From an optimization exercise on the open Yosys and OpenROAD flow, aimed at small area, a short achievable clock period and few clock cycles per item; shortcuts taken in it are not production practice.
Only simulation tests tie the RTL to the original design; equivalence was not proved.

== lane 1 ==
Design vector3_normalize_core, start of the top module:
module vector3_normalize_core (
	input  logic              clk,
	input  logic              arst_n,
	input  logic              vec_valid,
	output logic              vec_ready,
	input  logic signed [23:0] vec_in_x,
	input  logic signed [23:0] vec_in_y,
	input  logic signed [23:0] vec_in_z,
	output logic              res_valid,
	input  logic              res_ready,
	output logic signed [17:0] res_unit_x,
	output logic signed [17:0] res_unit_y,
	output logic signed [17:0] res_unit_z,
	output logic [23:0]       res_magnitude,
	output logic              res_zero_vector
);
Size in the first run: roughly 20000 cells after synthesis, roughly 230000 um2 of cells after synthesis.
==> flow/config.mk <==
export PLATFORM = sky130hd
export DESIGN_NAME = vector3_normalize_core
export DESIGN_NICKNAME = vector3_normalize_core
export VERILOG_FILES = /design/flow/design.v
export SDC_FILE = /design/flow/constraint.sdc
export NUM_CORES = 4
export LEC_CHECK = 0
export ABC_CLOCK_PERIOD_IN_PS = 3500
export CAP_MARGIN = 20
export CORE_MARGIN = 2
export CORE_UTILIZATION = 62
export PLACE_DENSITY = 0.7
export SLEW_MARGIN = 20
==> flow/constraint.sdc <==
create_clock -name core_clock -period 12.0 [get_ports {clk}]
set_input_delay 2.4000 -clock core_clock [delete_from_list [all_inputs] [get_ports {clk}]]
set_output_delay 2.4000 -clock core_clock [all_outputs]
set_load 0.01 [all_outputs]
standard.sh (not shown) runs the stock make flow with config.mk's settings and CLKGATE_MAP_FILE= SYNTH_SCRIPT=/design/flow/synth_recipe.tcl, a recipe that flattens the netlist after the stock synthesis.
==> flow/flow/run.sh <==
#!/bin/bash
# The standard layout (the standard.sh: unchanged synthesis and steps),
# with two layout settings changed:
#  - clock tree synthesis runs with ORFS's default arguments plus
#    -dont_use_dummy_load.
# Full tool output goes to standard.log here and to ORFS's own logs under
# orfs/logs/.
set -euo pipefail
bash standard.sh SETUP_SLACK_MARGIN=7.9 \
	"CTS_ARGS=-sink_clustering_enable -repair_clock_nets -dont_use_dummy_load" \
	finish > standard.log 2>&1
The flow completed for lane 1, but it is not clean: the layout still shows capacitance limit, slew limit.
Testbench counts of lane 1, summed over its fixed seeds: cycles 8,096, items 8,000.
Here is what was changed in the inputs of lane 2 compared with lane 1.
--- a/flow/design.v
+++ b/flow/design.v
@@ -5892,21 +5892,21 @@
 	input  logic signed [23:0] vec_in_y,
 	input  logic signed [23:0] vec_in_z,
 	output logic              res_valid,
 	input  logic              res_ready,
 	output logic signed [17:0] res_unit_x,
 	output logic signed [17:0] res_unit_y,
 	output logic signed [17:0] res_unit_z,
 	output logic [23:0]       res_magnitude,
 	output logic              res_zero_vector
 );
-	localparam logic [11:0] SCUT = 12'b1111_1111_1111;
+	localparam logic [11:0] SCUT = 12'b1111_1111_1110;
 	localparam logic [7:0]  DCUT = 8'b0111_1111;
 	localparam int NE = 26;
 	localparam int EI = 0;            
 	localparam int ET = 1;            
 	localparam int EC = 2;            
 	localparam int E0 = 3;            
 	localparam int ES = 4;            
 	localparam int ED = 16;           
 	localparam int EP = 23;           
 	localparam int ER = 24;           
@@ -5962,24 +5962,39 @@
 		end
 	end
 	wire [12:0][47:0]       sn;
 	wire [12:0][24:0]       sr;
 	wire [12:0][23:0]       sq;
 	wire [12:0][25:0]       su;
 	wire [12:0][25:0]       sm3;
 	wire [12:0][71:0]       sa;
 	wire [12:0][2:0]        sg;
 	wire [12:0]             sv;
-	assign sv[0] = c_vld_q;
-	assign sn[0] = sum_c;
-	assign sa[0] = abs_c_q;
-	assign sg[0] = neg_c_q;
+	logic             sv0_q;
+	logic [47:0]      sn0_q;
+	logic [71:0]      sa0_q;
+	logic [2:0]       sg0_q;
+	always_ff @(posedge clk or negedge arst_n) begin
+		if (!arst_n) sv0_q <= 1'b0;
+		else if (enc[EC]) sv0_q <= c_vld_q;
+	end
+	always_ff @(posedge clk) begin
+		if (enc[E0]) begin
+			sn0_q <= sum_c;
+			sa0_q <= abs_c_q;
+			sg0_q <= neg_c_q;
+		end
+	end
+	assign sv[0] = sv0_q;
+	assign sn[0] = sn0_q;
+	assign sa[0] = sa0_q;
+	assign sg[0] = sg0_q;
 	assign sr[0] = '0;
 	assign sq[0] = '0;
 	assign su[0] = 26'd1;
 	assign sm3[0] = '0;
 	for (genvar j = 0; j < 12; j++) begin : g_sqrt
 		logic [24:0] r_nx;
 		logic [23:0] q_nx;
 		logic [25:0] u_nx, m3_nx;
 		vn_sqrt_cell #(.J(j)) u_cell (
 			.r_i  (sr[j]),
### Flow results
- Lane 2 ended with every stage complete and zero timing, DRC or antenna violations.
- Changes observed in lane 2 relative to lane 1: initial core utilization saw an increase; final cycle utilization of the critical path higher.
- When lane 2 is set beside lane 1, its wire length of the first global-routing pass turns out to be 1.9% larger.
- Compared lane 2 against lane 1; die extent in x within noise.
- In terms of register bit count reported by yosys, lane 1 and lane 2 differ only marginally.
- Against lane 1, synthesized cell count in lane 2 rose slightly.
- Lane 2: final routed wirelength across all metal layers higher than lane 1
- Lane 2 reports its worst setup path endpoint as g_div[5].g_reg.rem_q[30] while lane 1 reports g_sqrt[0].g_reg.u_q[2].
- Cell area essentially unchanged between lane 2 and lane 1.
Testbench counts of lane 2, summed over its fixed seeds: cycles 8,096, items 8,000.

[port drivers added, routing unchanged]
How much do the figures lean on ideal ports? The routed layouts below were timed once more, with nothing changed but the port constraints. Step 1 (the two cells are an assumption about what drives the block):
set clk [get_ports {clk}]
set_driving_cell -lib_cell sky130_fd_sc_hd__clkbuf_16 $clk
set_driving_cell -lib_cell sky130_fd_sc_hd__buf_2 [delete_from_list [all_inputs] $clk]
Step 2 also shifts input and output timing later by t, the mid clock arrival at the registers, as if the neighbouring blocks saw the same clock. Three values: ideal, step 1, step 2; two values: the first two.
| run | shift t [ns] | slack for setup (ns) | worst slew at a driven data input, ns |
|---|---|---|---|
| lane 1 | 1.071 | 7.822 / 7.782 / 7.256 | 0.26 |
| lane 2 | 1.072 | 7.700 / 7.700 / 7.265 | 0.31 |
The setup slack of lane 1, which loses most, moves by -0.040 ns with the drivers and by -0.566 ns with both steps.
